From an optimization exercise on the open Yosys and OpenROAD flow, aimed at small area, a short achievable clock period and few clock cycles per item; shortcuts taken in it are not production practice. At most, simulation tests tie the RTL to the original design; equivalence was not proved. Power and IR drop assume default switching activity.

job 774:
Design pitch_core, start of the top module:
module pitch_core (
    input  logic       i_clk,
    input  logic       reset,
    input  logic       start,
    input  sdram_pkg::mem_addr_t  src_addr,
    input  sdram_pkg::mem_addr_t  dst_addr,
    input  logic [3:0] speed,
    output logic       done,
    output sdram_pkg::mem_req_t   mem_req,
    input  sdram_pkg::mem_data_t  mem_readdata,
    input  logic       finished
);
Size in the first run: roughly 140 I/O pins, roughly 29000 µm² of cells after synthesis.
Settings: LEC_CHECK=0, CAP_MARGIN=20, CORE_MARGIN=2, CORE_UTILIZATION=40, CTS_BUF_LIST=sky130_fd_sc_hd__clkbuf_16, CTS_CLUSTER_DIAMETER=80, CTS_CLUSTER_SIZE=20, SETUP_SLACK_MARGIN=5, SLEW_MARGIN=20; clock period 10.0 ns.
standard.sh (not shown) runs the stock make flow with config.mk's settings and CLKGATE_MAP_FILE= SYNTH_SCRIPT=/design/flow/synth_recipe.tcl, a recipe that flattens the netlist after the stock synthesis.
==> flow/flow/run.sh <==
#!/bin/bash
set -e
MARGIN=${MARGIN:-6.5}
bash standard.sh finish SETUP_SLACK_MARGIN=$MARGIN > standard.log 2>&1
Job 774 finished every step from synthesis to the final layout, and the layout passed the timing, design-rule and antenna checks.
diff inputs: job 774 => job 5759
diff --git a/flow/design.v b/flow/design.v
--- a/flow/design.v
+++ b/flow/design.v
@@ -229,27 +229,26 @@
     assign avail     = nxt_v | rd_fin;
     assign fetched   = nxt_v | req_rd;
     always_comb begin
         if (!advance)       need = nsh;
         else if (chain_end) need = last_chain ? 2'd0 : (lt8 ? 2'd2 : 2'd1);
         else                need = {1'b0, nx_sh};
     end
     assign shift_now = (st == S_WALK) && (need != 2'd0) && avail;
     assign nsh_after = need - {1'b0, shift_now};
     assign wr_avail    = res_v || fin_now;
-    assign rd_possible = (st == S_WALK) && !nxt_v && (!req_rd || (need != 2'd0));
-    assign want_cur    = req_rd ? (need == 2'd2) : (nsh != 2'd0);
-    assign want_pf     = req_rd ? (!advance && nsh == 2'd1 && pf_next)
-                                : (pos_ok && (pf_next || (chain_end && !last_chain)));
+    assign rd_possible = (st == S_WALK) && !req_rd && !nxt_v;
+    assign want_cur    = (nsh != 2'd0);
+    assign want_pf     = pos_ok && (pf_next || (chain_end && !last_chain));
     assign wr_issue    = port_free && wr_avail && !(rd_possible && want_cur);
     assign rd_issue    = port_free && rd_possible && !wr_issue && (want_cur || want_pf);
-    assign rd_addr     = req_rd ? rp + mem_addr_t'(step) : ((pos_ok && chain_end) ? srcq : rp);
+    assign rd_addr     = (pos_ok && chain_end) ? srcq : rp;
     logic [15:0] x;
     logic        selw, is_tail;
     logic [22:0] ms, mc;
     logic        mcin;
     always_comb begin
         selw = cstep[1] | eq8 | nsh[0];
         case ({selw, cstep[0]})
             2'd0: x = lo[31:16];
             2'd1: x = lo[15:0];
             2'd2: x = hi[31:16];
==> summary.txt <==
Mean post-synth cell area grows by a few percent when moving from job 774 to job 5759.
Against job 774, job 5759 comes in 1.8 points lower on portion of total power attributed to combinational logic.
Delta (job 5759 minus job 774): placeable core region down about 3.6%, number of signal-net inverters in the final layout shrank by about 7%.
On fmax: between job 774 and job 5759, it ends up lower for job 5759.
There was hardly any difference in starting density of the core between job 774 and job 5759.
Number of library cell types mapped by synthesis, job 5759 vs job 774: down by a little under 10%
On power consumed by sequential cells, job 5759 tracks job 774 almost exactly.
Job 5759 contains fewer vias than job 774.
Area of the multi-input gates, job 774 and job 5759: higher on job 774
Cmp job 5759 vs job 774: stage delay of the slowest cell on the critical path higher in job 5759
Summary — leakage power summed over all cells, job 5759 relative to job 774: lower, by about 2%.
Testbench counts of job 5759, summed over its fixed seeds: cycles 105,755, words 16,960.
Function not checked in job 774: the RTL went through the layout flow alone.


## the reference run
pitch_core with an RTL version that a note above also has.
Size: about 500 flip-flops, ~28000 um2 of cells after synthesis.
Settings: LEC_CHECK=0, CAP_MARGIN=20, CORE_MARGIN=2, CORE_UTILIZATION=40, SETUP_SLACK_MARGIN=5, SLEW_MARGIN=20; clock period 10.0 ns.
Scripts as last shown in full above: flow/flow/run.sh
The reference run completed every stage of the flow, and the final layout passed the timing, design-rule and antenna checks.
Testbench counts of the reference run, summed over its fixed seeds: cycles 105,755, words 16,960.
## Diff of input files: the trial run against the reference run
--- a/flow/design.v
+++ b/flow/design.v
@@ -218,37 +218,38 @@
     assign c_last  = (lt8 ? first : (d == 4'd0 && !first)) ? 2'd1 : 2'd3;
     assign fin_now    = q_v && q_last;                   
     assign slot_ok    = !(a_v && a_last) && !fin_now && !res_v;
     logic        early_ok;
     assign early_ok   = (st == S_WALK) && (nsh == 2'd1) && !eq8 && !cstep[1];
     assign issue      = (pos_ok || early_ok) && has_out
                         && ((cstep != c_last) || (pos_ok && slot_ok));
     assign issue_last = issue && (cstep == c_last);
     assign advance    = pos_ok && (!has_out || issue_last);
     assign port_free = !(req_rd | req_wr) | finished;
-    assign rd_fin    = finished & req_rd & (st == S_WALK);
+    assign rd_fin    = finished & req_rd & (st == S_WALK || st == S_LEN || st == S_LEN2);
     assign avail     = nxt_v | rd_fin;
     assign fetched   = nxt_v | req_rd;
     always_comb begin
         if (!advance)       need = nsh;
         else if (chain_end) need = last_chain ? 2'd0 : (lt8 ? 2'd2 : 2'd1);
         else                need = {1'b0, nx_sh};
     end
     assign shift_now = (st == S_WALK) && (need != 2'd0) && avail;
     assign nsh_after = need - {1'b0, shift_now};
     assign wr_avail    = res_v || fin_now;
-    assign rd_possible = (st == S_WALK) && !req_rd && !nxt_v;
-    assign want_cur    = (nsh != 2'd0);
-    assign want_pf     = pos_ok && (pf_next || (chain_end && !last_chain));
+    assign rd_possible = (st == S_WALK) && !nxt_v && (!req_rd || (need != 2'd0));
+    assign want_cur    = req_rd ? (need == 2'd2) : (nsh != 2'd0);
+    assign want_pf     = req_rd ? (!advance && nsh == 2'd1 && pf_next)
+                                : (pos_ok && (pf_next || (chain_end && !last_chain)));
     assign wr_issue    = port_free && wr_avail && !(rd_possible && want_cur);
     assign rd_issue    = port_free && rd_possible && !wr_issue && (want_cur || want_pf);
-    assign rd_addr     = (pos_ok && chain_end) ? srcq : rp;
+    assign rd_addr     = req_rd ? rp + mem_addr_t'(step) : ((pos_ok && chain_end) ? srcq : rp);
     logic [15:0] x;
     logic        selw, is_tail;
     logic [22:0] ms, mc;
     logic        mcin;
     always_comb begin
         selw = cstep[1] | eq8 | nsh[0];
         case ({selw, cstep[0]})
             2'd0: x = lo[31:16];
             2'd1: x = lo[15:0];
             2'd2: x = hi[31:16];
@@ -286,31 +287,35 @@
             if (wr_issue) req_wr <= 1'b1;
             if (rd_issue) req_rd  <= 1'b1;
             if (st == S_WALK) nsh <= nsh_after;
             if (shift_now)   nxt_v <= 1'b0;
             else if (rd_fin) nxt_v <= 1'b1;
             if (fin_now && !wr_issue) res_v <= 1'b1;
             else if (wr_issue)        res_v <= 1'b0;
             case (st)
                 S_IDLE: if (start) begin
                     req_rd <= 1'b1;
-                    st           <= S_HDR;
+                    nxt_v  <= 1'b0;
+                    st     <= S_HDR;
+                end
+                S_HDR: if (finished) begin
+                    req_rd <= 1'b1;
+                    st     <= S_LEN;
                 end
-                S_HDR: if (finished) st <= S_LEN;
                 S_LEN: st <= (lmh[22:4] == 19'd0) ? S_END : S_LEN2;
                 S_LEN2: begin
                     nsh <= lt8 ? 2'd2 : 2'd1;
                     st  <= S_WALK;
                 end
                 S_WALK: if (advance && chain_end && last_chain) st <= S_END;
                 S_END: begin
-                    if (!a_v && !q_v && !res_v && (!req_wr || finished)) begin
+                    if (!a_v && !q_v && !res_v && (!(req_wr || req_rd) || finished)) begin
                         done <= 1'b1;
                         st   <= S_DONE;
                     end
                 end
                 S_DONE: st <= S_IDLE;
                 default: st <= S_IDLE;
             endcase
         end
     end
     always_ff @(posedge i_clk) begin
@@ -361,30 +366,33 @@
                 hdr_first <= 1'b0;
                 if (hdr_first) begin
                     srcq <= srcq + 1'b1;
                     dstq <= dstq + 1'b1;
                     lt8  <= (h < 4'd8);
                     eq8  <= (h == 4'd8);
                     step <= (h < 4'd8) ? 3'(4'd8 - h) : (h == 4'd8) ? 3'd1 : 3'(h - 4'd8);
                 end
                 lmh  <= {1'b0, mem_readdata[31:9]};
                 remh <= {1'b0, mem_readdata[31:9]};
+                if (finished) begin
+                    req_addr <= srcq;
+                    rp       <= srcq;
+                end
             end
             S_LEN: remh <= rem_sub;
             S_LEN2: begin
                 lmh   <= rem_sub;
                 remh  <= rem_sub;
                 r     <= 3'd0;
                 d     <= 4'd0;
                 first <= 1'b1;
                 wa    <= dstq;
-                rp    <= srcq;
                 srcq  <= srcq + 1'b1;
                 dstq  <= dstq + 1'b1;
                 cstep <= lt8 ? 2'd0 : 2'd2;
             end
             S_WALK: begin
                 if (issue) cstep <= cstep + 2'd1;
                 if (issue_last) res_addr <= wa;
                 if (advance) begin
                     if (chain_end) begin
                         r     <= r + 3'd1;
Results
Where first-pass GRT wire length is concerned, the reference run is better than the trial run.
Of the trial run and the reference run, the trial run shows the lower minimum clock period, with the reference run above it.
The trial run vs. the reference run: switching portion of total power climbed 4.5 points; summed area of non-filler cells in the final layout went up.
Delta(layout inverter count without the clock tree, the trial run - the reference run) > 0
In the metrics for the trial run and the reference run, the one carrying the lower register share of total power is the trial run.
For wire length, dividing the value from the trial run by the value from the reference run gives 1.12.
The trial run vs. the reference run: final-layout clock buffer total fell 6, total number of vias increased 2080, placed cell area went up 1200 um2.
Per the comparison of the trial run with the reference run, area overhead of the layout relative to synthesis has increased; first-pass iteration count of the detailed router has increased.
Function not checked in the trial run: the RTL went through the layout flow alone.

static timing again, ports no longer ideal:
The results above use ideal ports. As a check the final layouts listed here were re-extracted and re-timed, cells and wires unchanged.
Step 1 (the two cells are an assumption about what drives the block):
set clk [get_ports {i_clk}]
set_driving_cell -lib_cell sky130_fd_sc_hd__clkbuf_16 $clk
set_driving_cell -lib_cell sky130_fd_sc_hd__buf_2 [delete_from_list [all_inputs] $clk]
Step 2 times the ports against the registers' clock, not the clock port: input delays grow and output delays shrink by t, the midpoint of the rising clock arrivals with the driver on.
Slacks: ideal / step 1 / step 2; pairs: ideal / step 1.
run | t, ns | setup slack, ns | worst hold slack (ns) | worst setup path at the end | worst slew at a driven data input, ns
job 774 | 0.640 | 6.545 / 6.494 / 5.887 | 0.327 / 0.327 / 0.327 | input to register | 0.08
job 5759 | 0.619 | 6.529 / 6.503 / 5.989 | 0.334 / 0.334 / 0.334 | input to register | 0.08
the reference run | 0.686 | 6.532 / 6.505 / 5.856 | 0.335 / 0.335 / 0.335 | input to register | 0.07
the trial run | 0.686 | 6.536 / 6.485 / 5.980 | 0.335 / 0.335 / 0.335 | input to register | 0.12
After both steps setup and hold are still met in every run listed. The setup slack of the reference run, which loses most, moves by -0.027 ns with the drivers and by -0.676 ns with both steps.
